What follows belongs to an exercise in optimizing a design on an open flow for small area and a short achievable clock period; a production flow would make more cautious choices.
At most, simulation tests tie the RTL to the original design; equivalence was not proved.
No functional check of the RTL was part of runs 1 to 5.
Power is estimated from default activity; no workload was simulated.

===== flow/config.mk =====
export PLATFORM = sky130hd
export DESIGN_NAME = axi4s2v
export DESIGN_NICKNAME = axi4s2v
export VERILOG_FILES = /design/flow/design.v
export SDC_FILE = /design/flow/constraint.sdc
export NUM_CORES = 4
export LEC_CHECK = 0
export ABC_CLOCK_PERIOD_IN_PS = 2000
export CAP_MARGIN = 20
export CORE_MARGIN = 2
export CORE_UTILIZATION = 40
export SETUP_SLACK_MARGIN = 1.2
export SLEW_MARGIN = 20

===== flow/constraint.sdc =====
create_clock -name core_clock -period 3.3 [get_ports {pclk}]
set_input_delay 0.6600 -clock core_clock [delete_from_list [all_inputs] [get_ports {pclk}]]
set_output_delay 0.6600 -clock core_clock [all_outputs]
set_load 0.01 [all_outputs]

===== flow/design.v =====
`default_nettype none
package axis_pkg;
   typedef logic [32-1:0]    axis_word_t;
   typedef logic [5-1:0] fifo_addr_t;
   typedef logic [5:0]   fifo_lvl_t;
endpackage
`default_nettype wire
`default_nettype none
package video_pkg;
   typedef logic [8-1:0]                pixel_t;
   typedef logic [10-1:0]                line_cnt_t;
   typedef logic [$clog2(4)-1:0] px_sel_t;
   typedef logic [4:0]                              vcnv_sts_t;
   typedef enum logic [3:0] {
      VOTM_IDLE,
      VOTM_FSTR,
      VOTM_FVBLK,
      VOTM_HSTR,
      VOTM_HACT,
      VOTM_HEND,
      VOTM_HBLK,
      VOTM_BVBLK,
      VOTM_FEND
   } votm_state_t;
endpackage
`default_nettype wire
`default_nettype none
module stream_fifo (
   input  logic                 pclk,
   input  logic                 prst_n,
   input  logic                 i_push,
   input  axis_pkg::axis_word_t i_wdata,
   output logic                 o_full,
   input  logic                 i_pop,
   output axis_pkg::axis_word_t o_rdata,
   output logic                 o_empty,
   output logic                 o_rdy_lvl
);
   localparam int DEPTH = 2**5;
   localparam int DW    = 32;
   logic [DEPTH*DW-1:0]  mem;
   axis_pkg::fifo_addr_t wptr;
   logic [DEPTH-1:0]     rsel;
   axis_pkg::fifo_lvl_t  lvl;
   axis_pkg::fifo_lvl_t  lvl_nxt;
   logic                 tready_q;
   logic                 empty_q;
   logic                 rdy_q;
   logic                 wr_en;
   logic                 rd_en;
   assign o_full    = ~tready_q;
   assign o_empty   = empty_q;
   assign o_rdy_lvl = rdy_q;
   assign wr_en = i_push & tready_q;
   assign rd_en = i_pop;
   always_ff @(posedge pclk) begin
      for (int i = 0; i < DEPTH; i++) begin
         if (wr_en && wptr == axis_pkg::fifo_addr_t'(i)) begin
            mem[i*DW +: DW] <= i_wdata;
         end
      end
   end
   always_comb begin
      o_rdata = '0;
      for (int i = 0; i < DEPTH; i++) begin
         o_rdata = o_rdata | ({DW{rsel[i]}} & mem[i*DW +: DW]);
      end
   end
   logic inc;
   logic dec;
   logic lvl_eq1;
   logic lvl_eq31;
   logic lvl_ge8;
   logic lvl_gt8;
   logic lvl_ge10;
   assign inc = wr_en & ~rd_en;
   assign dec = rd_en & ~wr_en;
   assign lvl_eq1  = (lvl == axis_pkg::fifo_lvl_t'(1));
   assign lvl_eq31 = (lvl == axis_pkg::fifo_lvl_t'(DEPTH-1));
   assign lvl_ge8  = (lvl >= axis_pkg::fifo_lvl_t'(8));
   assign lvl_gt8  = (lvl >  axis_pkg::fifo_lvl_t'(8));
   assign lvl_ge10 = (lvl >= axis_pkg::fifo_lvl_t'(8+2));
   always_comb begin
      if (inc) begin
         lvl_nxt = lvl + 1'b1;
      end else if (dec) begin
         lvl_nxt = lvl - 1'b1;
      end else begin
         lvl_nxt = lvl;
      end
   end
   always_ff @(posedge pclk) begin
      if (!prst_n) begin
         wptr     <= '0;
         rsel     <= DEPTH'(1);
         lvl      <= '0;
         tready_q <= 1'b1;
         empty_q  <= 1'b1;
         rdy_q    <= 1'b0;
      end else begin
         if (wr_en) begin
            wptr <= wptr + 1'b1;
         end
         if (rd_en) begin
            rsel <= {rsel[DEPTH-2:0], rsel[DEPTH-1]};
         end
         lvl <= lvl_nxt;
         if (inc) begin
            tready_q <= ~lvl_eq31;
            empty_q  <= 1'b0;
            rdy_q    <= lvl_ge8;
         end else if (dec) begin
            tready_q <= 1'b1;
            empty_q  <= lvl_eq1;
            rdy_q    <= lvl_ge10;
         end else begin
            rdy_q    <= lvl_gt8;
         end
      end
   end
endmodule
`default_nettype wire
`default_nettype none
module vin_tracker (
   input  logic pclk,
   input  logic prst_n,
   input  logic i_fstr,
   input  logic i_vstr,
   input  logic i_vend,
   input  logic i_fend,
   output logic o_fblk,
   output logic o_bblk,
   output logic o_sync,
   output logic o_bblk_nxt,
   output logic o_sync_nxt
);
   assign o_bblk_nxt = (o_bblk | i_vend) & ~i_fend;
   assign o_sync_nxt = (o_sync | i_fend) & ~i_fstr;
   always_ff @(posedge pclk) begin
      if (!prst_n) begin
         o_fblk <= 1'b0;
         o_bblk <= 1'b0;
         o_sync <= 1'b0;
      end else begin
         o_fblk <= (o_fblk | i_fstr) & ~i_vstr;
         o_bblk <= o_bblk_nxt;
         o_sync <= o_sync_nxt;
      end
   end
endmodule
`default_nettype wire
`default_nettype none
module vout_timing (
   input  logic                  pclk,
   input  logic                  prst_n,
   input  logic                  i_fstr,
   input  logic                  i_fend,
   input  logic                  i_vstr,
   input  logic                  i_vend,
   input  logic                  i_hstr,
   input  logic                  i_hend,
   input  logic                  i_fblk,
   input  logic                  i_bblk,
   input  logic                  i_sync,
   input  logic                  i_bblk_nxt,
   input  logic                  i_sync_nxt,
   input  logic                  i_pop_cyc_str,
   input  logic                  i_pop_cyc_q,
   input  logic                  i_fifo_empty,
   input  logic                  i_fifo_rdy_lvl,
   output logic                  o_pop_vld,
   output logic                  o_pop_str,
   output logic                  o_fstr,
   output logic                  o_fend,
   output logic                  o_vstr,
   output logic                  o_vend,
   output logic                  o_hstr,
   output logic                  o_hend,
   output logic                  o_href,
   output video_pkg::vcnv_sts_t  o_vcnv_sts
);
   logic s_idle, s_fstr, s_fvblk, s_hstr, s_hact, s_hend, s_hblk, s_bvblk, s_fend;
   logic n_idle, n_fstr, n_fvblk, n_hstr, n_hact, n_hend, n_hblk, n_bvblk, n_fend;
   logic [2-1:0] pop_str_q;
   logic [2-1:0] hend_q;
   logic                       pop2vo_sig;
   logic                       hacto_end;
   logic                       pop_vstr;
   logic                       pop_hstr;
   logic                       hend_pend;
   logic                       hend_line;
   logic                       pop_close;
   logic                       first_line;
   logic                       href_q;
   logic                       vend_q;
   logic                       fifo_rdy;
   logic                       sts_nordy;
   logic                       sts_empty;
   logic                       sts_udf;
   logic                       sts_noeof;
   logic                       hend_to_bblk;
   logic                       hend_to_fend;
   assign pop_vstr  = s_fvblk & i_fblk & i_vstr & fifo_rdy;
   assign pop_hstr  = i_hstr & ((s_fvblk & ~i_fblk) | s_hend | s_hblk);
   assign o_pop_str = pop_vstr | pop_hstr;
   assign hend_line = i_hend | hend_pend;
   assign pop_close = o_pop_vld & hend_line & i_pop_cyc_str;
   assign pop2vo_sig = pop_str_q[2-1];
   assign hacto_end  = hend_q[2-1];
   assign hend_to_bblk = i_bblk & ~i_fend;
   assign hend_to_fend = ~hend_to_bblk & (i_sync | i_fend);
   assign n_fstr  = (s_idle | s_fend) & i_fstr;
   assign n_idle  = (s_idle | s_fend) & ~i_fstr;
   assign n_fvblk = s_fstr | (s_fvblk & ~pop2vo_sig & ~i_fend);
   assign n_hstr  = (s_fvblk | s_hblk) & pop2vo_sig;
   assign n_hact  = s_hstr | (s_hact & ~hacto_end);
   assign n_hend  = s_hact & hacto_end;
   assign n_bvblk = (s_hend & hend_to_bblk) | (s_bvblk & ~i_fend);
   assign n_hblk  = (s_hend & ~hend_to_bblk & ~hend_to_fend) |
                    (s_hblk & ~pop2vo_sig & ~i_fend);
   assign n_fend  = ((s_fvblk | s_hblk) & ~pop2vo_sig & i_fend) |
                    (s_hend & hend_to_fend) | (s_bvblk & i_fend);
   assign o_fstr = s_fstr;
   assign o_fend = s_fend;
   assign o_hstr = s_hstr;
   assign o_hend = s_hend;
   assign o_href = href_q;
   assign o_vend = vend_q;
   assign o_vcnv_sts = {sts_noeof, sts_udf, sts_empty, sts_nordy, fifo_rdy};
   always_ff @(posedge pclk) begin
      if (!prst_n) begin
         s_idle     <= 1'b1;
         s_fstr     <= 1'b0;
         s_fvblk    <= 1'b0;
         s_hstr     <= 1'b0;
         s_hact     <= 1'b0;
         s_hend     <= 1'b0;
         s_hblk     <= 1'b0;
         s_bvblk    <= 1'b0;
         s_fend     <= 1'b0;
         href_q     <= 1'b0;
         vend_q     <= 1'b0;
         o_pop_vld  <= 1'b0;
         hend_pend  <= 1'b0;
         pop_str_q  <= '0;
         hend_q     <= '0;
         first_line <= 1'b1;
         o_vstr     <= 1'b0;
         fifo_rdy   <= 1'b0;
         sts_nordy  <= 1'b0;
         sts_empty  <= 1'b0;
         sts_udf    <= 1'b0;
         sts_noeof  <= 1'b0;
      end else begin
         s_idle     <= n_idle;
         s_fstr     <= n_fstr;
         s_fvblk    <= n_fvblk;
         s_hstr     <= n_hstr;
         s_hact     <= n_hact;
         s_hend     <= n_hend;
         s_hblk     <= n_hblk;
         s_bvblk    <= n_bvblk;
         s_fend     <= n_fend;
         href_q     <= n_hstr | n_hact | n_hend;
         vend_q     <= n_hend & (i_bblk_nxt | i_sync_nxt);
         o_pop_vld  <= (o_pop_str | o_pop_vld) & ~pop_close;
         hend_pend  <= o_pop_vld & hend_line & ~i_pop_cyc_str;
         pop_str_q  <= {pop_str_q[2-2:0], o_pop_str};
         hend_q     <= {hend_q[2-2:0], i_hend};
         if (s_fstr) begin
            first_line <= 1'b1;
         end else if (s_hstr) begin
            first_line <= 1'b0;
         end
         o_vstr     <= n_hstr & first_line;
         fifo_rdy   <= (fifo_rdy | i_fifo_rdy_lvl) & ~vend_q;
         sts_nordy  <= (sts_nordy | (i_hstr & ~fifo_rdy)) & ~i_fend;
         sts_empty  <= (sts_empty | (i_hstr & i_fifo_empty)) & ~i_fend;
         sts_udf    <= (sts_udf | (o_pop_vld & i_pop_cyc_q & i_fifo_empty)) & ~i_fend;
         sts_noeof  <= (sts_noeof | (i_fend & ~i_bblk)) & ~i_vend;
      end
   end
endmodule
`default_nettype wire
`default_nettype none
module pixel_unpack (
   input  logic              pclk,
   input  logic              prst_n,
   input  logic              i_pop_vld,
   input  logic              i_pop_str,
   output logic              o_pop,
   input  axis_pkg::axis_word_t i_rdata,
   input  logic              i_empty,
   output logic              o_pop_cyc_str,
   output logic              o_pop_cyc_q,
   output video_pkg::pixel_t o_pdat
);
   localparam int PW = 8;
   localparam int DW = 32;
   video_pkg::px_sel_t   px_cnt;
   video_pkg::px_sel_t   px_cnt_nxt;
   logic                 px0_q;
   axis_pkg::axis_word_t word_sr;
   always_comb begin
      px_cnt_nxt = px_cnt;
      if (i_pop_str) begin
         px_cnt_nxt = '0;
      end else if (i_pop_vld) begin
         px_cnt_nxt = px_cnt + 1'b1;
      end
   end
   assign o_pop_cyc_str = (px_cnt_nxt == '0);
   assign o_pop_cyc_q   = px0_q;
   assign o_pop = i_pop_vld & px0_q & ~i_empty;
   always_ff @(posedge pclk) begin
      if (!prst_n) begin
         px_cnt <= '0;
         px0_q  <= 1'b1;
      end else begin
         px_cnt <= px_cnt_nxt;
         px0_q  <= o_pop_cyc_str;
      end
   end
   always_ff @(posedge pclk) begin
      word_sr[DW-1:DW-PW] <= i_rdata[DW-1:DW-PW];
      if (px0_q) begin
         word_sr[DW-PW-1:0] <= i_rdata[DW-PW-1:0];
      end else begin
         word_sr[DW-PW-1:0] <= word_sr[DW-1:PW];
      end
      o_pdat <= word_sr[PW-1:0];
   end
endmodule
`default_nettype wire
`default_nettype none
module axi4s2v (
   input  logic                  pclk,
   input  logic                  prst_n,
   input  axis_pkg::axis_word_t  tdata,
   input  logic                  tvalid,
   input  logic                  tlast,
   output logic                  tready,
   output logic                  tuser,
   input  logic                  i_fstr,
   input  logic                  i_fend,
   input  logic                  i_vstr,
   input  logic                  i_vend,
   input  logic                  i_hstr,
   input  logic                  i_hend,
   input  logic                  i_href,
   output logic                  o_fstr,
   output logic                  o_fend,
   output logic                  o_vstr,
   output logic                  o_vend,
   output logic                  o_hstr,
   output logic                  o_hend,
   output logic                  o_href,
   output video_pkg::pixel_t     o_pdat,
   output video_pkg::vcnv_sts_t  o_vcnv_sts
);
   logic fifo_full;
   logic fifo_push;
   logic in_fblk;
   logic in_bblk;
   logic in_sync;
   logic in_bblk_nxt;
   logic in_sync_nxt;
   logic pop_vld;
   logic pop_str;
   logic pop_cyc_str;
   logic pop_cyc_q;
   logic                 fifo_pop;
   axis_pkg::axis_word_t fifo_rdata;
   logic                 fifo_empty;
   logic                 fifo_rdy_lvl;
   assign tready    = ~fifo_full;
   assign fifo_push = tvalid;
   assign tuser     = o_fstr;
   stream_fifo fifo (
      .pclk      (pclk),
      .prst_n    (prst_n),
      .i_push    (fifo_push),
      .i_wdata   (tdata),
      .o_full    (fifo_full),
      .i_pop     (fifo_pop),
      .o_rdata   (fifo_rdata),
      .o_empty   (fifo_empty),
      .o_rdy_lvl (fifo_rdy_lvl)
   );
   vin_tracker vin_trk (
      .pclk       (pclk),
      .prst_n     (prst_n),
      .i_fstr     (i_fstr),
      .i_vstr     (i_vstr),
      .i_vend     (i_vend),
      .i_fend     (i_fend),
      .o_fblk     (in_fblk),
      .o_bblk     (in_bblk),
      .o_sync     (in_sync),
      .o_bblk_nxt (in_bblk_nxt),
      .o_sync_nxt (in_sync_nxt)
   );
   vout_timing vout_tm (
      .pclk           (pclk),
      .prst_n         (prst_n),
      .i_fstr         (i_fstr),
      .i_fend         (i_fend),
      .i_vstr         (i_vstr),
      .i_vend         (i_vend),
      .i_hstr         (i_hstr),
      .i_hend         (i_hend),
      .i_fblk         (in_fblk),
      .i_bblk         (in_bblk),
      .i_sync         (in_sync),
      .i_bblk_nxt     (in_bblk_nxt),
      .i_sync_nxt     (in_sync_nxt),
      .i_pop_cyc_str  (pop_cyc_str),
      .i_pop_cyc_q    (pop_cyc_q),
      .i_fifo_empty   (fifo_empty),
      .i_fifo_rdy_lvl (fifo_rdy_lvl),
      .o_pop_vld      (pop_vld),
      .o_pop_str      (pop_str),
      .o_fstr         (o_fstr),
      .o_fend         (o_fend),
      .o_vstr         (o_vstr),
      .o_vend         (o_vend),
      .o_hstr         (o_hstr),
      .o_hend         (o_hend),
      .o_href         (o_href),
      .o_vcnv_sts     (o_vcnv_sts)
   );
   pixel_unpack unpack (
      .pclk          (pclk),
      .prst_n        (prst_n),
      .i_pop_vld     (pop_vld),
      .i_pop_str     (pop_str),
      .o_pop         (fifo_pop),
      .i_rdata       (fifo_rdata),
      .i_empty       (fifo_empty),
      .o_pop_cyc_str (pop_cyc_str),
      .o_pop_cyc_q   (pop_cyc_q),
      .o_pdat        (o_pdat)
   );
endmodule
`default_nettype wire

===== flow/run.sh =====
#!/bin/bash
# synth_recipe.tcl (not shown) runs the flow's synth.tcl, then flattens the netlist and writes it again
# the make line also repeats each setting of config.mk as NAME=value (left out here)
make -C /OpenROAD-flow-scripts/flow DESIGN_CONFIG=/design/flow/config.mk WORK_HOME=/design/flow/orfs CLKGATE_MAP_FILE= SYNTH_SCRIPT=/design/flow/synth_recipe.tcl finish

==> impl_metrics.ini, run 1 <==
[min_path]
hold_class = reg2reg

[power]
power.leakage_nw = 14.9
power.total_w = 0.0290
power.density_mw_per_mm2 = 612
irDropWorstVdd_mv = 0.458

[timing]
rsz0062_at_grt = true
setup_violations = 0
finalCriticalPeriod_ns = 2.13
clock.fmax_mhz = 470
tns_ns = 0
fin_crit_sh_pct = 64.4
clock_skew_ns = 0.0762
hold_viol = 0
slew_violations = 0
worst_slew_pin_slew_ns = 1.13
slew_headroom_pct = 24.2

[cts]
clock_tree.buffer_depth = 3
ctsHoldBuffers = 0
clockRootBuffer = clkbuf_16
cts.clk_slew.worst_paths_ns = 0.06
clock-sinks = 1140
cts_tree = yes
cts_buffers = 109
cts-htree-levels = 3
clk-insertion-delay-late_ns = 0.72

[routing]
num_vias = 24300
drtIter0Drc = 4120
routed_wl_mm = 130
viasPerCell = 6.27
drc = 0
ant_nets = 0
wire_per_inst_microns = 33.6
drtPass1Iterations = 6

[place]
hpwlAfterDp_mm = 70.8
gp_congestion = 0.823
placed_cell_area_sq_mm = 0.0438
portBuffers = 62

[setup_path]
worstPathRequired_ns = 3.83
critical_path.endpoint_type = register
critPathLaunchType = register
crit_path_max_incr_delay_ns = 0.74
crit_arrival_ns = 2.66
ff2ff_setup_slack_ns = 1.17
path_class = reg2reg
path_buf_inv = 1
path_cells = buf_4 -> a22oi_1 -> nand4_1 -> nor4_1 -> a21oi_1
worstPathMaxFanout = 19
path_delay_family = flip-flops
cpMaxStageDelayCell = dfxtp_2

[floorplan]
io_pins = 65
dieArea_sq_mm = 0.104
die_w_microns = 322
coreArea_sq_mm = 0.100
num_rows = 116
die_y_microns = 322
initial_utilization_pct = 40.4

[logic_synthesis]
yosysWarnings = 4
synthCells = 2325
synth_area_leaders = edfxtp_1 76%, a22oi_1 8.2%, dfxtp_1 5.7%
synthFlopType = edfxtp_1
netlist_area_sq_mm = 0.0405
synth_async_sr_flop_share_pct = 0
seq_area_frac_synth_pct = 81.7
synth_area_per_cell_sq_um = 17.4
synth.distinct_cells = 51
ys_ff_latch = 1140
synth_edf_count = 1024
netlist.area_leader.share_pct = 76.0
synth_area_leader_cell = edfxtp_1
syn_nets = 2380

[layout]
seq_area_sq_mm = 0.0331
post-route-cell-area_sq_mm = 0.0475
fillers = 8335
final_nets = 2532
area_growth_pct = 17.3
n_antenna_cell = 0
drive_above_1_share_pct = 15.4
multi_input_area_sq_mm = 0.00697

[global_routing]
first_global_vias = 23600
grt_pass1_wl_mm = 180
grt_start_max_net_pins = 38
antenna_found_initial = 3
grt-ovfl-total = 0
grt_util_all_layers_pct = 24.9

[run]
max_cap_violations = 0

[outcome]
outcome = finished clean
## cell usage in the layout (no fill, tap or decap), types with 13 or more instances in the layout
master / n
nand4_1: 116
nor2_4: 30
clkbuf_1: 28
dlygate4sd2_1: 23
a21oi_1: 17
a21boi_0: 36
nand2_1: 131
a22oi_1: 444
a222oi_1: 24
dfxtp_1: 79
nor3_1: 13
nor2_1: 52
clkbuf_16: 109
dfxtp_2: 29
buf_4: 94
buf_12: 40
clkinv_2: 24
clkdlybuf4s50_1: 35
edfxtp_1: 1024
clkinv_1: 17
## registers in the layout (all words and copies together) (netlist names), 2 cells and up
signal,count
fifo.wptr,5
vout_tm.pop_str_q,2
unpack.px_cnt,2
fifo.rsel,32
vout_tm.hend_q,2
unpack.word_sr,32
fifo.lvl,6
unpack.o_pdat,8
fifo.mem,1024
## synth_stat cells (all sizes together) (2+ instances only)
cell	n
o21ai	11
nand2	134
or4	9
a22oi	444
nand2b	4
o31a	2
or3	2
o211a	2
nor2b	6
dfxtp	116
a21boi	36
nor2	84
a22o	10
nor3b	4
nand4	116
inv	9
nor4b	2
and2	12
nor4	12
or2	4
xor2	5
nor3	13
nand3	6
a222oi	24
a31oi	12
and3	6
clkbuf	106
xnor2	5
a21oi	19
ha	12
buf	53
edfxtp	1024
a221oi	11
## per-stage QoR
| stage | hold slack, ns | instances | setup WS, ns | utilization [%] |
|---|---|---|---|---|
| after floorplan | 0.310 | 2325 | 0.925 | - |
| after CTS | 0.311 | 3870 | 1.19 | 47.4 |
| final | 0.303 | 3871 | 1.17 | 47.4 |
| after global routing | 0.324 | 3871 | 1.16 | 47.4 |
| after global placement | 0.313 | 3655 | 0.332 | 43.7 |
| after detailed placement | 0.312 | 3655 | 0.253 | 43.7 |
## worst register-to-register path: stages, from the launching register on
cell and delay [ns]:
dfxtp_2 0.74, buf_4 0.49, a22oi_1 0.13, nand4_1 0.19, nor4_1 0.09, a21oi_1 0.37
## path summary, 6_finish.rpt
kind,from,endpoint,depth (start not counted)
setup / recovery,fifo.rsel[24],unpack.word_sr[7],5
setup reg to reg,fifo.rsel[24],unpack.word_sr[7],5
hold reg to reg,unpack.word_sr[7],unpack.o_pdat[7],0
hold / removal,unpack.word_sr[7],unpack.o_pdat[7],0
## power by group
group | internal (W) | total [W] | switching (W)
clock network | 0.00687 | 0.0123 | 0.00546
registers | 0.0159 | 0.0160 | 0.0000874
logic | 0.000223 | 0.000723 | 0.000500
## cell type report
cell class / count / share of cell area (%)
Clock buffer: 148 / 6.29
Sequential cell: 1140 / 69.8
Inverter: 10 / 0.0817
Clock inverter: 59 / 1.23
Timing Repair Buffer: 199 / 4.46
Tap cell: 1298 / 3.42
Multi-Input combinational cell: 1017 / 14.7
## logic make-up after synthesis
family | count (synthesis) | synth area share, %
buffers and inverters | 169 | 1.81
muxes | 1 | 0.0247
DFF | 1140 | 81.7
AOI/OAI and AO/OA | 575 | 10.7
adders and majority gates | 12 | 0.371
and+or+nand+nor | 418 | 5.15
xor gates and xnor gates | 10 | 0.216
## what timing repair did
| item | in CTS | in global routing |
|---|---|---|
| gates resized for setup | 36 | 11 |
| setup buffers | 7 | 0 |
| setup endpoints to repair | 708 | 587 |
| pin swaps | 6 | 0 |
| gates cloned | 1 | 0 |
## layer usage
metal  wire length [microns]  vias to the layer above  track usage (%)
li1                        -                     9776                -
met5                      27                        -                0
met4                    4190                        4             7.37
met1                   50200                    12500             35.0
met2                   59800                     1695             38.9
met3                   15900                      271             5.39
==> run 2: changes to the inputs <==
==> flow/config.mk (replaced) <==
export PLATFORM = sky130hd
export DESIGN_NAME = axi4s2v
export DESIGN_NICKNAME = axi4s2v
export VERILOG_FILES = /design/flow/design.v
export SDC_FILE = /design/flow/constraint.sdc
export NUM_CORES = 4
export LEC_CHECK = 0
export CAP_MARGIN = 20
export CORE_MARGIN = 2
export CORE_UTILIZATION = 40
export SLEW_MARGIN = 20
==> run 2 against run 1 <==
  * Still clean on timing, DRC and antenna
  * Fmax decreased by 9.8%
  * Combinational power grew 2%
  * Sequential share of layout area is 0.25 points lower
  * Non-clock buffer count increased by 14
  * Die area is the same
  * Global-route usage about the same
  * Largest cell class unchanged
  * Highest routed layer unchanged
==> impl_metrics.ini, run 2 <==
[layout]
post-route-cell-area_sq_mm = 0.0476
fillers = 8363
drive_above_1_share_pct = 15.6
utilization_pct = 47.5
mostFrequentLayoutCell = edfxtp_1
area_growth_pct = 17.6
final_cell_mix = 1,024 x edfxtp_1, 444 x a22oi_1, 134 x nand2_1, 116 x nand4_1, 114 x clkbuf_16
final_nets = 2547
largest_reg_flops = 1024
top_regs = fifo.mem (1024), fifo.rsel (32), unpack.word_sr (32)
top_register = fifo.mem

[logic_synthesis]
synth_edf_count = 1024
synth_area_leader_cell = edfxtp_1
yosys-top-cells-count = 1,024 x edfxtp_1, 444 x a22oi_1, 134 x nand2_1
ys_ff_latch = 1140
netlist.area_leader.share_pct = 76.0
netlist_area_sq_mm = 0.0405
synth.most_common_cell = edfxtp_1
synth.distinct_cells = 51
yosysWarnings = 4
synthFlopType = edfxtp_1
synth_area_per_cell_sq_um = 17.4
seq_area_frac_synth_pct = 81.7
synth_area_leaders = edfxtp_1 76%, a22oi_1 8.2%, dfxtp_1 5.7%
synthCells = 2325
synth_async_sr_flop_share_pct = 0
syn_nets = 2380

[global_routing]
antenna_found_initial = 2
grt_util_all_layers_pct = 24.9
grt_pass1_wl_mm = 181
grt-ovfl-total = 0
first_global_vias = 23800
grt_start_max_net_pins = 50

[timing]
clock.fmax_mhz = 424
fin_crit_sh_pct = 71.5
slew_headroom_pct = 20.4
clock_skew_ns = 0.0266
hold_viol = 0
hold_ws_ns = 0.327
tns_ns = 0
finalCriticalPeriod_ns = 2.36
worst_slew_pin_slew_ns = 1.19
rsz0062_at_grt = false
slew_violations = 0
setup_violations = 0

[setup_path]
path_class = in2reg
critPathLaunchType = input port
worstPathMaxFanout = 16
worstPathRequired_ns = 3.66
critical_path.endpoint_type = register
crit_arrival_ns = 2.71

[power]
irDropWorstVdd_mv = 0.528
power.density_mw_per_mm2 = 621
power.leakage_nw = 15.0

[cts]
cts.clk_slew.worst_paths_ns = 0.06
cts_tree = yes
cts_buffers = 111
clk-insertion-delay-late_ns = 0.68
clockRootBuffer = clkbuf_16
cts-htree-levels = 3
ctsHoldBuffers = 0
ctsResizeCount = 0
clock_tree.buffer_depth = 3
clock-sinks = 1140
postCtsSetupBuffers = 0

[place]
gp_congestion = 0.833
portBuffers = 62
placed_cell_area_sq_mm = 0.0439
hpwlAfterDp_mm = 71.8

[min_path]
hold_class = reg2reg

[floorplan]
initial_utilization_pct = 40.4
die_y_microns = 322
die_w_microns = 322
dieArea_sq_mm = 0.104
io_pins = 65
num_rows = 116
coreArea_sq_mm = 0.100

[routing]
drtPass1Iterations = 6
drc = 0
drtIter0Drc = 3836
routed_wl_mm = 131
ant_nets = 0
viasPerCell = 6.27
wire_per_inst_microns = 33.6
num_vias = 24400

[run]
max_cap_violations = 0

[outcome]
outcome = finished clean
-- run 2: cell count changes in the layout (fill, tap and decap cells not counted), sizes merged --
| cell | previous run | this run |
|---|---|---|
| diode | 0 | 2 |
| buf | 141 | 156 |
| dlygate4sd2 | 23 | 0 |
| clkdlybuf4s50 | 35 | 57 |
| bufinv | 6 | 10 |
| clkbuf | 148 | 144 |
| or2 | 5 | 4 |
| inv | 11 | 15 |
| clkinv | 47 | 42 |
-- run 2: final cells by class --
class | count | area [sq um] | share of cell area (%)
Tap cell | 1298 | 1620 | 3.41
Inverter | 10 | 37.5 | 0.0789
Multi-Input combinational cell | 1016 | 6890 | 14.5
Antenna cell | 2 | 5.00 | 0.0105
Timing Repair Buffer | 213 | 2220 | 4.66
Clock buffer | 144 | 3120 | 6.55
Clock inverter | 62 | 589 | 1.24
Sequential cell | 1140 | 33100 | 69.6
-- run 2: routing by layer --
| metal | GRT usage (%) | vias up | routed length [microns] |
|---|---|---|---|
| met5 | 0 | - | 13 |
| met4 | 7.81 | 2 | 4140 |
| met3 | 5.72 | 256 | 16600 |
| met2 | 39.6 | 1751 | 60700 |
| met1 | 34.1 | 12500 | 49200 |
| li1 | - | 9805 | - |
-- run 2: report_power, final --
group / switching [W] / total (W) / internal, W
sequential: 0.0000807 / 0.0160 / 0.0159
combinational: 0.000501 / 0.000737 / 0.000237
clock: 0.00543 / 0.0128 / 0.00742
total: 0.00601 / 0.0296 / 0.0236
-- run 2: final timing paths --
kind / start / endpoint / slack [ns] / depth (start not counted)
max: tvalid / fifo.mem[949] / 0.94 / 6
min: unpack.word_sr[6] / unpack.o_pdat[6] / 0.33 / 0
max reg2reg: fifo.rsel[11] / unpack.word_sr[19] / 0.97 / 5
min reg2reg: unpack.word_sr[6] / unpack.o_pdat[6] / 0.33 / 0
-- run 2: logic make-up (layout without fill, tap and decap cells) --
| group | Yosys count | in the layout | share of synthesized area (%) |
|---|---|---|---|
| compound gates | 575 | 575 | 10.7 |
| xor+xnor | 10 | 10 | 0.216 |
| fa+ha+maj | 12 | 12 | 0.371 |
| buf+inv | 169 | 429 | 1.81 |
| flops | 1140 | 1140 | 81.7 |
| mux | 1 | 1 | 0.0247 |
| other cells | 0 | 2 | 0 |
| simple gates | 418 | 418 | 5.15 |
-- run 2: worst max-delay path: stages --
cell and delay (ns):
clkdlybuf4s50_1 0.52, nand2_1 0.20, nor2_1 0.34, nand2_1 0.33, nor2_4 0.37, buf_12 0.25
-- run 2: through the flow --
| step | worst slack (ns) | cells | total power (W) |
|---|---|---|---|
| final | 0.942 | 3885 | 0.0296 |
| after global routing | 0.889 | 3884 | 0.0302 |
| after CTS | 0.941 | 3883 | 0.0296 |
| after detailed placement | 0.347 | 3677 | 0.0170 |
| after global placement | 0.289 | 3677 | 0.0170 |
| after floorplan | 0.420 | 2325 | 0.0165 |
==> run 3: changes to the inputs <==
--- a/flow/config.mk
+++ b/flow/config.mk
@@ -5,7 +5,9 @@
 export SDC_FILE = /design/flow/constraint.sdc
 export NUM_CORES = 4
 export LEC_CHECK = 0
+export ABC_CLOCK_PERIOD_IN_PS = 1500
 export CAP_MARGIN = 20
 export CORE_MARGIN = 2
 export CORE_UTILIZATION = 40
+export SETUP_SLACK_MARGIN = 1.5
 export SLEW_MARGIN = 20
==> run 3 against run 2 <==
  * Die area did not move
  * First-iteration DRC count rose by 14%
  * Via count rose by 2.2%
  * Combinational power rose by 5.4%
  * Largest cell class unchanged
==> impl_metrics.ini, run 3 <==
[layout]
mostFrequentLayoutCell = edfxtp_1
final_nets = 2618
final_cell_mix = 1,024 x edfxtp_1, 435 x a22oi_1, 138 x buf_4, 123 x nand2_1, 116 x nand4_1
top_regs = fifo.mem (1024), fifo.rsel (32), unpack.word_sr (32)
fillers = 8177
largest_reg_flops = 1024
post-route-cell-area_sq_mm = 0.0491
drive_above_1_share_pct = 21.3
area_growth_pct = 21.3
top_register = fifo.mem

[global_routing]
grt_start_max_net_pins = 58
grt_util_all_layers_pct = 25.8
grt_pass1_wl_mm = 186
grt-ovfl-total = 0
antenna_found_initial = 8
first_global_vias = 24700

[setup_path]
crit_path_max_incr_delay_ns = 0.43
r2r_start = vout_tm.o_pop_vld
reg2reg_to = fifo.lvl[5]
path_class = reg2reg
path_cells = nand2_4 -> or2_4 -> ha_4 -> or4_4 -> a221oi_2 -> xor2_1 -> and2_1
cpMaxStageDelayCell = or4_4
rr_worst_depth = 7
path_buf_inv = 0
worstPathRequired_ns = 3.91
ff2ff_setup_slack_ns = 1.36
path_delay_family = simple AND/OR/NAND/NOR gates
crit_arrival_ns = 2.55
cp.depth = 7
startpoint = vout_tm.o_pop_vld
critPathLaunchType = register
cp-endpoint = fifo.lvl[5]
critical_path.endpoint_type = register
worstPathMaxFanout = 6

[logic_synthesis]
synthFlopType = edfxtp_1
syn_nets = 2380
netlist.area_leader.share_pct = 76.0
synth_compound_area_share_pct = 10.7
synth_area_leaders = edfxtp_1 76%, a22oi_1 8.2%, dfxtp_1 5.7%
synth_top_family_by_area = compound AO/OA/AOI/OAI gates
synthCells = 2325
synthMuxAreaShare_pct = 0.0247
synth_area_leader_cell = edfxtp_1
synthAdderAreaFrac_pct = 0.371
synth-xor-area-share_pct = 0.216
synth-simple-area-share_pct = 5.15
ys_ff_latch = 1140
seq_area_frac_synth_pct = 81.7
yosys-top-cells-count = 1,024 x edfxtp_1, 444 x a22oi_1, 134 x nand2_1
synth_async_sr_flop_share_pct = 0
synth_edf_count = 1024
synth.distinct_cells = 51
netlist_area_sq_mm = 0.0405
synth_area_per_cell_sq_um = 17.4
yosysWarnings = 4
synth.most_common_cell = edfxtp_1

[place]
portBuffers = 62
hpwlAfterDp_mm = 71.7
gp_congestion = 0.829
placed_cell_area_sq_mm = 0.0439

[floorplan]
num_rows = 116
dieArea_sq_mm = 0.104
coreArea_sq_mm = 0.100
die_y_microns = 322
die_w_microns = 322
initial_utilization_pct = 40.4
io_pins = 65

[min_path]
hold_class = in2reg
min-delay-start = prst_n

[timing]
hold_ws_ns = 0.301
fin_crit_sh_pct = 58.8
rsz0062_at_grt = true
slew_violations = 0
setup_violations = 0
hold_viol = 0
tns_ns = 0
clock_skew_ns = 0.0528
worst_slew_pin_slew_ns = 1.12
clock.fmax_mhz = 515
finalCriticalPeriod_ns = 1.94
slew_headroom_pct = 25.0

[cts]
cts_tree = yes
clock-sinks = 1140
clock_tree.buffer_depth = 3
clk-insertion-delay-late_ns = 0.72
clockRootBuffer = clkbuf_16
cts_buffers = 109
cts.clk_slew.worst_paths_ns = 0.06
cts-htree-levels = 3

[routing]
num_vias = 24900
drc = 0
drtIter0Drc = 4376
ant_nets = 0
drtPass1Iterations = 6
viasPerCell = 6.29
wire_per_inst_microns = 34.1
routed_wl_mm = 135

[power]
power.density_mw_per_mm2 = 604
power.total_w = 0.0297
power.leakage_nw = 15.7
irDropWorstVdd_mv = 0.433

[run]
max_cap_violations = 0

[outcome]
outcome = finished clean
run 3: cells by family after synthesis:
family,Yosys count
AND/OR/NAND/NOR,418
XOR/XNOR,10
adder cells (fa/ha/maj),12
flip-flops,1140
multiplexers,1
AO/OA/AOI/OAI,575
buffers and inverters,169
run 3: area by class of cell:
class / count / area, sq um / area share (%)
inverter: 10 / 38.8 / 0.0790
tap: 1298 / 1620 / 3.31
antenna: 1 / 2.50 / 0.00510
clock buffer: 148 / 3060 / 6.23
clock inverter: 59 / 694 / 1.41
timing repair buffer: 285 / 3190 / 6.50
sequential: 1140 / 33200 / 67.7
multi-input combinational: 1017 / 7240 / 14.8
run 3: per-stage QoR:
stage                     setup slack, ns  std cells  util (%)
final                                1.36       3958      49.0
after global routing                 1.29       3957      49.0
after detailed placement            0.374       3660      43.8
after floorplan                     0.973       2325         -
after CTS                            1.30       3937      48.6
after global placement              0.349       3660      43.8
run 3: how the worst min path moves through the flow:
stage	end	slack, ns	cells after the start
2_1_floorplan	unpack.o_pdat[0]	0.31	0
3_3_place_gp	unpack.o_pdat[6]	0.31	0
3_5_place_dp	unpack.o_pdat[7]	0.31	0
4_1_cts	vout_tm.o_pop_vld	0.27	2
5_1_grt	vout_tm.o_pop_vld	0.30	2
6_report	vout_tm.o_pop_vld	0.30	2
run 3: what timing repair did:
item,4_1_cts,5_1_grt
pin swaps,19,11
hold buffers,0,0
endpoints found under the setup margin,1044,343
setup buffers,67,19
gates resized for setup,192,37
gates cloned,3,1
hold endpoints to repair,0,0
run 3: layer usage:
layer | routed length (microns) | track usage (%) | vias up
met4 | 4900 | 8.57 | 8
met5 | 52 | 0 | -
met3 | 16500 | 5.31 | 294
met1 | 50900 | 35.3 | 12900
li1 | - | - | 9959
met2 | 62800 | 41.2 | 1781
run 3: power breakdown:
| part | switching (W) | internal (W) |
|---|---|---|
| Combinational | 0.000521 | 0.000256 |
| Sequential | 0.0000788 | 0.0159 |
| Clock | 0.00547 | 0.00746 |
| Total | 0.00607 | 0.0236 |
==> run 4: changes to the inputs <==
--- a/flow/config.mk
+++ b/flow/config.mk
@@ -9,5 +9,5 @@
 export CAP_MARGIN = 20
 export CORE_MARGIN = 2
 export CORE_UTILIZATION = 40
-export SETUP_SLACK_MARGIN = 1.5
+export SETUP_SLACK_MARGIN = 1.7
 export SLEW_MARGIN = 20
==> run 4 against run 3 <==
  * Area after synthesis stayed put
  * Via count increased by 21%
  * Synthesized cell count did not move
  * Sequential cell count did not move
  * Register-to-register slack got worse by 0.17 ns
  * Worst setup slack got worse by 0.17 ns
  * First-iteration DRC count is 41% higher
  * Wire length rose by 42%
  * Sequential share of layout area decreased by 9.4 points
  * Die area unchanged
  * Sequential power hardly changed
  * Clock-buffer cell count fell by 12
==> impl_metrics.ini, run 4 <==
[cts]
cts_buffers = 107
clockRootBuffer = clkbuf_16
cts_tree = yes
cts.clk_slew.worst_paths_ns = 0.06
clk-insertion-delay-late_ns = 0.74
cts-htree-levels = 3
clock-sinks = 1140
ctsHoldBuffers = 0
clock_tree.buffer_depth = 3

[logic_synthesis]
synth.most_common_cell = edfxtp_1
ys_ff_latch = 1140
synth_async_sr_flop_share_pct = 0
synth_area_leaders = edfxtp_1 76%, a22oi_1 8.2%, dfxtp_1 5.7%
synth_area_per_cell_sq_um = 17.4
synthFlopType = edfxtp_1
synth_area_leader_cell = edfxtp_1
yosysWarnings = 4
seq_area_frac_synth_pct = 81.7
netlist_area_sq_mm = 0.0405
netlist.area_leader.share_pct = 76.0
synth.distinct_cells = 51
yosys-top-cells-count = 1,024 x edfxtp_1, 444 x a22oi_1, 134 x nand2_1
synthCells = 2325
synth_edf_count = 1024
syn_nets = 2380

[global_routing]
antenna_found_initial = 16
first_global_vias = 27600
grt-ovfl-total = 0
grt_util_all_layers_pct = 33.7
grt_pass1_wl_mm = 234
grt_start_max_net_pins = 41

[timing]
hold_viol = 0
worst_slew_pin_slew_ns = 1.18
hold_ws_ns = 0.326
rsz0062_at_grt = true
clock_skew_ns = 0.0734
fin_crit_sh_pct = 63.8
setup_violations = 0
slew_headroom_pct = 21.2
finalCriticalPeriod_ns = 2.11
clock.fmax_mhz = 475
slew_violations = 0
tns_ns = 0

[routing]
routed_wl_mm = 192
drc = 0
num_vias = 30200
viasPerCell = 6.98
wire_per_inst_microns = 44.4
ant_nets = 0
drtPass1Iterations = 10
drtIter0Drc = 6186

[power]
seq_power_share_pct = 53.9
irDropWorstVdd_mv = 0.459
p_sw_share_pct = 22.0
power.leakage_nw = 19.1
p_comb_share_pct = 3.8
intPower_w = 0.0231
p_switching_w = 0.00651
power.density_mw_per_mm2 = 519
p_clk_share_pct = 42.3

[layout]
largest_reg_flops = 1024
top_register = fifo.mem
mostFrequentLayoutCell = edfxtp_1
drive_above_1_share_pct = 37.1
final_nets = 2985
area_growth_pct = 41.0
final_cell_mix = 1,024 x edfxtp_1, 320 x a22oi_1, 168 x buf_4, 160 x buf_12, 127 x clkbuf_16
top_regs = fifo.mem (1024), fifo.rsel (32), unpack.word_sr (32)

[setup_path]
critPathLaunchType = register
cpMaxStageDelayCell = dfxtp_4
crit_path_max_incr_delay_ns = 0.39
path_cells = nand2_8 -> buf_12 -> nor2_4 -> buf_6 -> buf_6 -> buf_6 -> nand2_8 -> buf_4 -> nor2_4 -> buf_12 -> buf_6 -> buf_12
cp_common_cell = buf_6
critical_path.endpoint_type = register
crit_arrival_ns = 2.51
path_class = reg2reg
ff2ff_setup_slack_ns = 1.19
worstPathRequired_ns = 3.70
worstPathMaxFanout = 7

[place]
portBuffers = 62
gp_congestion = 0.808
hpwlAfterDp_mm = 66.8

[floorplan]
dieArea_sq_mm = 0.104
die_w_microns = 322
num_rows = 116
initial_utilization_pct = 40.4
die_y_microns = 322
coreArea_sq_mm = 0.100
io_pins = 65

[min_path]
hold_class = reg2reg

[outcome]
outcome = finished clean

[run]
max_cap_violations = 0
-- run 4: cell count changes in the layout (fill, tap and decap cells not counted), moves of 30 or more --
cell      before  now
buf_12        56  160
a22oi_2        9  124
a22oi_1      435  320
buf_16         5  116
buf_6         36  118
a21boi_0      35    3
buf_4        138  168
-- run 4: repair_timing --
item / 4_1_cts / 5_1_grt
gates resized for setup: 488 / 331
setup endpoints to repair: 1117 / 1115
pin swaps: 67 / 180
setup buffers: 298 / 71
gates cloned: 90 / 21
-- run 4: cell type report --
cell class,count,area (sq um)
Timing Repair Buffer,654,10300
Fill cell,7030,43100
Clock inverter,62,588
Tap cell,1298,1620
Antenna cell,8,20.0
Multi-Input combinational cell,1017,8360
Sequential cell,1140,33200
Inverter,10,52.6
Clock buffer,136,2880
-- run 4: per-layer routing --
| layer | GRT usage, % | part of all wire [%] | up-vias |
|---|---|---|---|
| met5 | 2.32 | 0.40 | - |
| met4 | 23.6 | 11 | 38 |
| met3 | 16.8 | 20 | 1169 |
| met2 | 48.1 | 40 | 3538 |
| met1 | 39.4 | 29 | 14700 |
| li1 | - | - | 10800 |
-- run 4: through the flow --
step	area, sq um	utilization [%]	instances	setup WS, ns	power [W]
3_3_place_gp	43700	43.7	3639	0.300	0.0170
3_5_place_dp	43700	43.7	3639	0.323	0.0170
6_report	57000	57.0	4325	1.19	0.0296
4_1_cts	54500	54.4	4225	1.32	0.0291
5_1_grt	57000	56.9	4318	1.19	0.0301
2_1_floorplan	40900	-	2325	0.973	0.0165
-- run 4: cell families (layout without fill, tap and decap cells) --
family / Yosys count / after routing / share of synthesized area (%)
buf+inv: 169 / 862 / 1.81
fa+ha+maj: 12 / 12 / 0.371
compound gates: 575 / 575 / 10.7
other cells: 0 / 8 / 0
xor+xnor: 10 / 10 / 0.216
mux: 1 / 1 / 0.0247
flops: 1140 / 1140 / 81.7
simple gates: 418 / 419 / 5.15
-- run 4: path summary, 6_finish.rpt --
kind | to | start | cells past startpoint
hold / removal | unpack.o_pdat[3] | unpack.word_sr[3] | 0
setup reg to reg | fifo.mem[296] | fifo.tready_q | 12
hold reg to reg | unpack.o_pdat[3] | unpack.word_sr[3] | 0
setup / recovery | fifo.mem[296] | fifo.tready_q | 12
-- run 4: critical path, delay by kind of cell, from the launching register on --
kind,cells,cell delay [ns]
simple gates,4,0.34
flops,1,0.39
buf+inv,8,1.08
-- run 4: power by group through the flow --
stage | registers, W | logic, W | clock network, W
floorplan | 0.0163 | 0.000287 | 0
global placement | 0.0163 | 0.000703 | 0
detailed placement | 0.0163 | 0.000721 | 0
CTS | 0.0160 | 0.000952 | 0.0122
global route | 0.0160 | 0.00115 | 0.0130
finish | 0.0160 | 0.00113 | 0.0125
==> run 5: changes to the inputs <==
--- a/flow/config.mk
+++ b/flow/config.mk
@@ -9,5 +9,7 @@
 export CAP_MARGIN = 20
 export CORE_MARGIN = 2
 export CORE_UTILIZATION = 40
-export SETUP_SLACK_MARGIN = 1.7
+export CTS_CLUSTER_DIAMETER = 120
+export CTS_CLUSTER_SIZE = 30
+export SETUP_SLACK_MARGIN = 1.5
 export SLEW_MARGIN = 20
==> run 5 against run 4 <==
  * Design area decreased by 18%
  * First-iteration DRC count decreased by 35%
  * Wire length decreased by 29%
  * Clock-buffer cell count decreased by 59
  * Sequential share of layout area increased by 12 points
  * Largest cell class unchanged
  * Global-route usage decreased by 8.4 points
==> impl_metrics.ini, run 5 <==
[cts]
clock_tree.buffer_depth = 3
cts_tree = yes
cts-htree-levels = 2
clock-sinks = 1140
clk-insertion-delay-late_ns = 0.65
cts_buffers = 44
cts.clk_slew.worst_paths_ns = 0.11
clockRootBuffer = clkbuf_16

[place]
hpwlAfterDp_mm = 71.7
gp_congestion = 0.829
portBuffers = 62

[routing]
num_vias = 24700
ant_nets = 0
viasPerCell = 6.40
routed_wl_mm = 136
drtIter0Drc = 4012
drc = 0
wire_per_inst_microns = 35.1
drtPass1Iterations = 5

[global_routing]
grt_util_all_layers_pct = 25.4
first_global_vias = 23900
grt-ovfl-total = 0
antenna_found_initial = 10
grt_start_max_net_pins = 58
grt_pass1_wl_mm = 184

[timing]
clock_skew_ns = 0.0254
hold_ws_ns = 0.320
fin_crit_sh_pct = 59.3
setup_violations = 0
worst_slew_pin_slew_ns = 1.14
rsz0062_at_grt = true
hold_viol = 0
slew_violations = 0
clock.fmax_mhz = 511
slew_headroom_pct = 24.1
tns_ns = 0
finalCriticalPeriod_ns = 1.96

[layout]
final_nets = 2582
mostFrequentLayoutCell = edfxtp_1
area_growth_pct = 16.2
drive_above_1_share_pct = 18.7
final_cell_mix = 1,024 x edfxtp_1, 432 x a22oi_1, 156 x buf_4, 123 x nand2_1, 116 x nand4_1
fillers = 8424
multi_input_area_sq_mm = 0.00729
seq_area_sq_mm = 0.0332
top_regs = fifo.mem (1024), fifo.rsel (32), unpack.word_sr (32)
largest_reg_flops = 1024
utilization_pct = 47.0
top_register = fifo.mem

[floorplan]
die_w_microns = 322
io_pins = 65
num_rows = 116
initial_utilization_pct = 40.4
coreArea_sq_mm = 0.100
dieArea_sq_mm = 0.104
die_y_microns = 322

[logic_synthesis]
synth_async_sr_flop_share_pct = 0
netlist.area_leader.share_pct = 76.0
yosysWarnings = 4
synth_area_leaders = edfxtp_1 76%, a22oi_1 8.2%, dfxtp_1 5.7%
netlist_area_sq_mm = 0.0405
seq_area_frac_synth_pct = 81.7
synth_area_per_cell_sq_um = 17.4
synth.distinct_cells = 51
yosys-top-cells-count = 1,024 x edfxtp_1, 444 x a22oi_1, 134 x nand2_1
synthFlopType = edfxtp_1
synth_edf_count = 1024
synth_area_leader_cell = edfxtp_1
ys_ff_latch = 1140
synthCells = 2325
synth.most_common_cell = edfxtp_1
syn_nets = 2380

[setup_path]
critical_path.endpoint_type = register
path_cells = nand2_4 -> or2_4 -> ha_4 -> or4_4 -> a221oi_2 -> xor2_1 -> and2_1
worstPathRequired_ns = 3.89
cpMaxStageDelayCell = or4_4
worstPathMaxFanout = 6
crit_arrival_ns = 2.54
path_delay_family = simple AND/OR/NAND/NOR gates
crit_path_max_incr_delay_ns = 0.43
critPathLaunchType = register
path_buf_inv = 0
path_class = reg2reg

[power]
power.leakage_nw = 14.7
irDropWorstVdd_mv = 0.290
power.density_mw_per_mm2 = 503

[outcome]
outcome = finished clean

[run]
max_cap_violations = 0

[min_path]
hold_class = in2reg
==> run 5: layout make-up <==
class | count | area share, %
sequential | 1140 | 70.7
multi-input combinational | 1017 | 15.5
timing repair buffer | 314 | 7.51
tap | 1298 | 3.45
clock buffer | 77 | 2.65
clock inverter | 4 | 0.125
inverter | 10 | 0.0825
antenna | 2 | 0.0106
==> run 5: worst reg2reg max path: stages (launching register included) <==
cell	delay, ns
dfxtp_4	0.38
nand2_4	0.04
or2_4	0.26
ha_4	0.19
or4_4	0.43
a221oi_2	0.29
xor2_1	0.18
and2_1	0.13
==> run 5: timing repair <==
item	in CTS	in global routing
pin swaps	18	18
hold buffers	0	0
hold endpoints to repair	0	0
setup buffers	78	34
cloned	3	4
resized for setup	179	57
setup endpoints to repair	1078	483
==> run 5: through the flow <==
| step | total power (W) | setup WS [ns] | cell area, sq um | instances |
|---|---|---|---|---|
| 6_report | 0.0237 | 1.34 | 47000 | 3862 |
| 5_1_grt | 0.0242 | 1.28 | 47000 | 3860 |
| 4_1_cts | 0.0237 | 1.34 | 46200 | 3822 |
| 3_5_place_dp | 0.0170 | 0.374 | 43900 | 3660 |
| 3_3_place_gp | 0.0170 | 0.349 | 43900 | 3660 |
| 2_1_floorplan | 0.0165 | 0.973 | 40900 | 2325 |
==> run 5: final timing paths <==
path	from	end	slack [ns]	cells after the start
max	vout_tm.o_pop_vld	fifo.lvl[5]	1.34	7
min	prst_n	vout_tm.o_pop_vld	0.32	2
max reg2reg	vout_tm.o_pop_vld	fifo.lvl[5]	1.34	7
min reg2reg	unpack.word_sr[1]	unpack.o_pdat[1]	0.33	0
==> run 5: cell families after synthesis <==
| kind of cell | after synthesis | share of synthesized area (%) |
|---|---|---|
| DFF | 1140 | 81.7 |
| AOI/OAI and AO/OA | 575 | 10.7 |
| and+or+nand+nor | 418 | 5.15 |
| buffers and inverters | 169 | 1.81 |
| adders and majority gates | 12 | 0.371 |
| xor gates and xnor gates | 10 | 0.216 |
| muxes | 1 | 0.0247 |
==> run 5: power breakdown <==
| group | total (W) | internal (W) | leakage [nW] | switching [W] |
|---|---|---|---|---|
| clock network | 0.00695 | 0.00266 | 0.619 | 0.00429 |
| registers | 0.0159 | 0.0158 | 10.2 | 0.0000763 |
| logic | 0.000803 | 0.000266 | 3.84 | 0.000537 |
==> run 5: metal layers <==
layer	GRT usage (%)	wire, microns	vias up
met5	0	73	-
met4	7.93	5050	12
met3	4.70	16900	263
met2	40.8	63400	1727
met1	35.1	50200	12900
li1	-	-	9811
==> run 6: changes to the inputs <==
--- a/flow/design.v
+++ b/flow/design.v
@@ -66,28 +66,13 @@
          o_rdata = o_rdata | ({DW{rsel[i]}} & mem[i*DW +: DW]);
       end
    end
-   logic inc;
-   logic dec;
-   logic lvl_eq1;
-   logic lvl_eq31;
-   logic lvl_ge8;
-   logic lvl_gt8;
-   logic lvl_ge10;
-   assign inc = wr_en & ~rd_en;
-   assign dec = rd_en & ~wr_en;
-   assign lvl_eq1  = (lvl == axis_pkg::fifo_lvl_t'(1));
-   assign lvl_eq31 = (lvl == axis_pkg::fifo_lvl_t'(DEPTH-1));
-   assign lvl_ge8  = (lvl >= axis_pkg::fifo_lvl_t'(8));
-   assign lvl_gt8  = (lvl >  axis_pkg::fifo_lvl_t'(8));
-   assign lvl_ge10 = (lvl >= axis_pkg::fifo_lvl_t'(8+2));
    always_comb begin
-      if (inc) begin
-         lvl_nxt = lvl + 1'b1;
-      end else if (dec) begin
-         lvl_nxt = lvl - 1'b1;
-      end else begin
-         lvl_nxt = lvl;
-      end
+      lvl_nxt = lvl;
+      case ({wr_en, rd_en})
+         2'b10:   lvl_nxt = lvl + 1'b1;
+         2'b01:   lvl_nxt = lvl - 1'b1;
+         default: lvl_nxt = lvl;
+      endcase
    end
    always_ff @(posedge pclk) begin
       if (!prst_n) begin
@@ -104,18 +89,10 @@
          if (rd_en) begin
             rsel <= {rsel[DEPTH-2:0], rsel[DEPTH-1]};
          end
-         lvl <= lvl_nxt;
-         if (inc) begin
-            tready_q <= ~lvl_eq31;
-            empty_q  <= 1'b0;
-            rdy_q    <= lvl_ge8;
-         end else if (dec) begin
-            tready_q <= 1'b1;
-            empty_q  <= lvl_eq1;
-            rdy_q    <= lvl_ge10;
-         end else begin
-            rdy_q    <= lvl_gt8;
-         end
+         lvl      <= lvl_nxt;
+         tready_q <= ~lvl_nxt[5];
+         empty_q  <= (lvl_nxt == '0);
+         rdy_q    <= (lvl_nxt > axis_pkg::fifo_lvl_t'(8));
       end
    end
 endmodule
==> flow/config.mk (replaced) <==
export PLATFORM = sky130hd
export DESIGN_NAME = axi4s2v
export DESIGN_NICKNAME = axi4s2v
export VERILOG_FILES = /design/flow/design.v
export SDC_FILE = /design/flow/constraint.sdc
export NUM_CORES = 4
export LEC_CHECK = 0
export CAP_MARGIN = 20
export CORE_MARGIN = 2
export CORE_UTILIZATION = 40
export SLEW_MARGIN = 20
==> run 6 against run 5 <==
  * First-iteration DRC count is 3.3% higher
  * Still clean
  * Clock-buffer cell count is 69 higher
  * Synthesized cell count is 0.65% lower
  * Sequential share of layout area is 0.57 points lower
  * Critical path depth is 3 higher
  * Core utilization is 0.21 points higher
  * Combinational power is 9.2% lower
  * Worst setup slack worse by 0.80 ns
  * Via count is 1.2% lower
==> impl_metrics.ini, run 6 <==
[outcome]
outcome = finished clean

[power]
power.density_mw_per_mm2 = 606
power.leakage_nw = 14.7
power.total_w = 0.0286
irDropWorstVdd_mv = 0.388

[layout]
largest_reg_flops = 1024
fin_cells = 3865
utilization_pct = 47.2
post-route-cell-area_sq_mm = 0.0472
area_growth_pct = 16.9
drive_above_1_share_pct = 14.5
fillers = 8326
final_cell_mix = 1,024 x edfxtp_1, 412 x a22oi_1, 112 x nand4_1, 108 x clkbuf_16, 106 x nand2_1
final_nets = 2526
top_regs = fifo.mem (1024), fifo.rsel (32), unpack.word_sr (32)
mostFrequentLayoutCell = edfxtp_1
top_register = fifo.mem

[min_path]
min-delay-start = unpack.word_sr[2]
whs_path_depth = 0
min_to = unpack.o_pdat[2]
hold_class = reg2reg

[timing]
tns_ns = 0
clock.fmax_mhz = 363
worst_slew_pin_slew_ns = 1.25
fin_crit_sh_pct = 83.5
slew_violations = 0
clock_skew_ns = 0.0601
setup_violations = 0
rsz0062_at_grt = false
hold_viol = 0
slew_headroom_pct = 16.9
finalCriticalPeriod_ns = 2.76

[routing]
wire_per_inst_microns = 33.8
drtIter0Drc = 4143
viasPerCell = 6.32
drc = 0
routed_wl_mm = 131
ant_nets = 0
num_vias = 24400
drtPass1Iterations = 6

[place]
placed_cell_area_sq_mm = 0.0438
dp_cells = 3659
portBuffers = 62
gp_congestion = 0.894
hpwlAfterDp_mm = 72.5

[run]
max_cap_violations = 0

[floorplan]
num_rows = 116
coreArea_sq_mm = 0.100
initial_utilization_pct = 40.4
io_pins = 65
die_y_microns = 322
dieArea_sq_mm = 0.104
die_w_microns = 322

[setup_path]
worstPathMaxFanout = 8
r2r_start = vout_tm.o_pop_vld
path_class = reg2reg
ff2ff_setup_slack_ns = 0.54
worstPathRequired_ns = 3.86
crit_arrival_ns = 3.32
critical_path.endpoint_type = register
reg2reg_to = fifo.empty_q
rr_worst_depth = 10
critPathLaunchType = register

[logic_synthesis]
seq_area_frac_synth_pct = 81.8
syn_nets = 2365
ys_ff_latch = 1140
synth_area_leader_cell = edfxtp_1
synth_area_leaders = edfxtp_1 76%, a22oi_1 7.7%, dfxtp_1 5.7%
netlist.area_leader.share_pct = 76.1
yosys-top-cells-count = 1,024 x edfxtp_1, 412 x a22oi_1, 116 x dfxtp_1
synth.distinct_cells = 52
synthFlopType = edfxtp_1
netlist_area_sq_mm = 0.0404
synthCells = 2310
yosysWarnings = 4
synth.most_common_cell = edfxtp_1
synth_area_per_cell_sq_um = 17.5
synth_edf_count = 1024
synth_async_sr_flop_share_pct = 0

[global_routing]
antenna_found_initial = 3
grt-ovfl-total = 0
first_global_vias = 23900
grt_pass1_wl_mm = 181
grt_start_max_net_pins = 50
grt_util_all_layers_pct = 25.0

[cts]
clk-insertion-delay-late_ns = 0.72
cts-htree-levels = 3
cts_tree = yes
clock_tree.buffer_depth = 3
clockRootBuffer = clkbuf_16
ctsHoldBuffers = 0
postCtsSetupBuffers = 0
ctsResizeCount = 0
cts.clk_slew.worst_paths_ns = 0.06
cts_buffers = 108
clock-sinks = 1140
-- run 6: changes by cell type after synthesis, moves of 14 or more --
cell      delta
a22o_1      +16
nand3_1     +14
a22oi_1     -32
nand2_1     -28
a21boi_0    -36
a221oi_1    +16
a21oi_1     +44
buf_2       +19
clkbuf_1    -27
-- run 6: cell type report --
class                           count  area [sq um]  share of cell area (%)
Multi-Input combinational cell    995          6750                    14.3
Inverter                           16          60.1                   0.127
Timing Repair Buffer              210          2280                    4.83
Antenna cell                        2          5.00                  0.0106
Clock inverter                     58           490                    1.04
Tap cell                         1298          1620                    3.44
Sequential cell                  1140         33100                    70.1
Clock buffer                      146          2910                    6.15
-- run 6: worst max path at each step --
stage,from,endpoint
after floorplan,tvalid,fifo.mem[128]
after global placement,tvalid,fifo.rdy_q
after detailed placement,tvalid,fifo.empty_q
after CTS,vout_tm.o_pop_vld,fifo.empty_q
after global routing,vout_tm.o_pop_vld,fifo.empty_q
final,vout_tm.o_pop_vld,fifo.empty_q
-- run 6: logic make-up after synthesis --
logic type	synth area share, %
DFF	81.8
adders and majority gates	0.390
xor gates and xnor gates	0.192
buffers and inverters	2.01
and+or+nand+nor	4.89
AOI/OAI and AO/OA	10.7
-- run 6: routing by layer --
metal  vias to the layer above  GRT usage [%]  wire (microns)
li1                       9772              -               -
met2                      1854           39.7           61000
met1                     12500           33.2           48500
met5                         -              0               0
met4                         0           9.73            5060
met3                       271           6.32           16300
-- run 6: where the power goes --
group / leakage (nW) / internal [W] / total [W] / switching (W)
Sequential: 10.2 / 0.0159 / 0.0160 / 0.0000701
Combinational: 2.91 / 0.000219 / 0.000729 / 0.000509
Clock: 1.63 / 0.00652 / 0.0119 / 0.00540
-- run 6: worst max-delay path, cell delays in order, from the launching register on --
cell	delay (ns)
dfxtp_1	0.46
nand2_1	0.08
or2_1	0.24
inv_2	0.07
ha_1	0.33
ha_1	0.38
a211o_1	0.35
nand3_1	0.11
o211ai_2	0.12
xor2_2	0.19
o41ai_2	0.32
-- run 6: metrics by stage --
step	setup slack, ns	hold WS, ns
after floorplan	0.0934	0.310
after global placement	0.106	0.315
after detailed placement	-0.00744	0.312
after CTS	0.566	0.325
after global routing	0.356	0.334
final	0.545	0.323

-- port drivers added, routing unchanged --
The flow's constraints put no driver on any port. The routed layouts listed below were extracted and timed again, unchanged, in two steps.
Step 1 assumes that a clkbuf_16 drives the clock port and a buf_2 every other input.
Step 2 times the ports against the registers' clock, not the clock port: input delays grow and output delays shrink by t, the midpoint of the rising clock arrivals with the driver on.
a / b / c = ideal ports / drivers / drivers and shift; a / b = the first two.
| run | t (ns) | slack for setup (ns) | slew at the worst register clock pin (ns) |
|---|---|---|---|
| run 1 | 0.750 | 1.174 / 1.174 / 0.608 | 0.07 / 0.07 |
| run 2 | 0.740 | 0.942 / 0.896 / 0.231 | 0.07 / 0.07 |
| run 3 | 0.762 | 1.359 / 1.359 / 0.709 | 0.07 / 0.07 |
| run 4 | 0.772 | 1.194 / 1.194 / 0.487 | 0.08 / 0.08 |
| run 5 | 0.710 | 1.341 / 1.341 / 0.734 | 0.12 / 0.12 |
| run 6 | 0.756 | 0.545 / 0.545 / -0.163 | 0.07 / 0.07 |
Met with ideal ports but missed after step 2: setup timing in run 6. For run 2, which loses most, drivers alone change the setup slack by -0.046 ns; drivers and shift together by -0.711 ns.
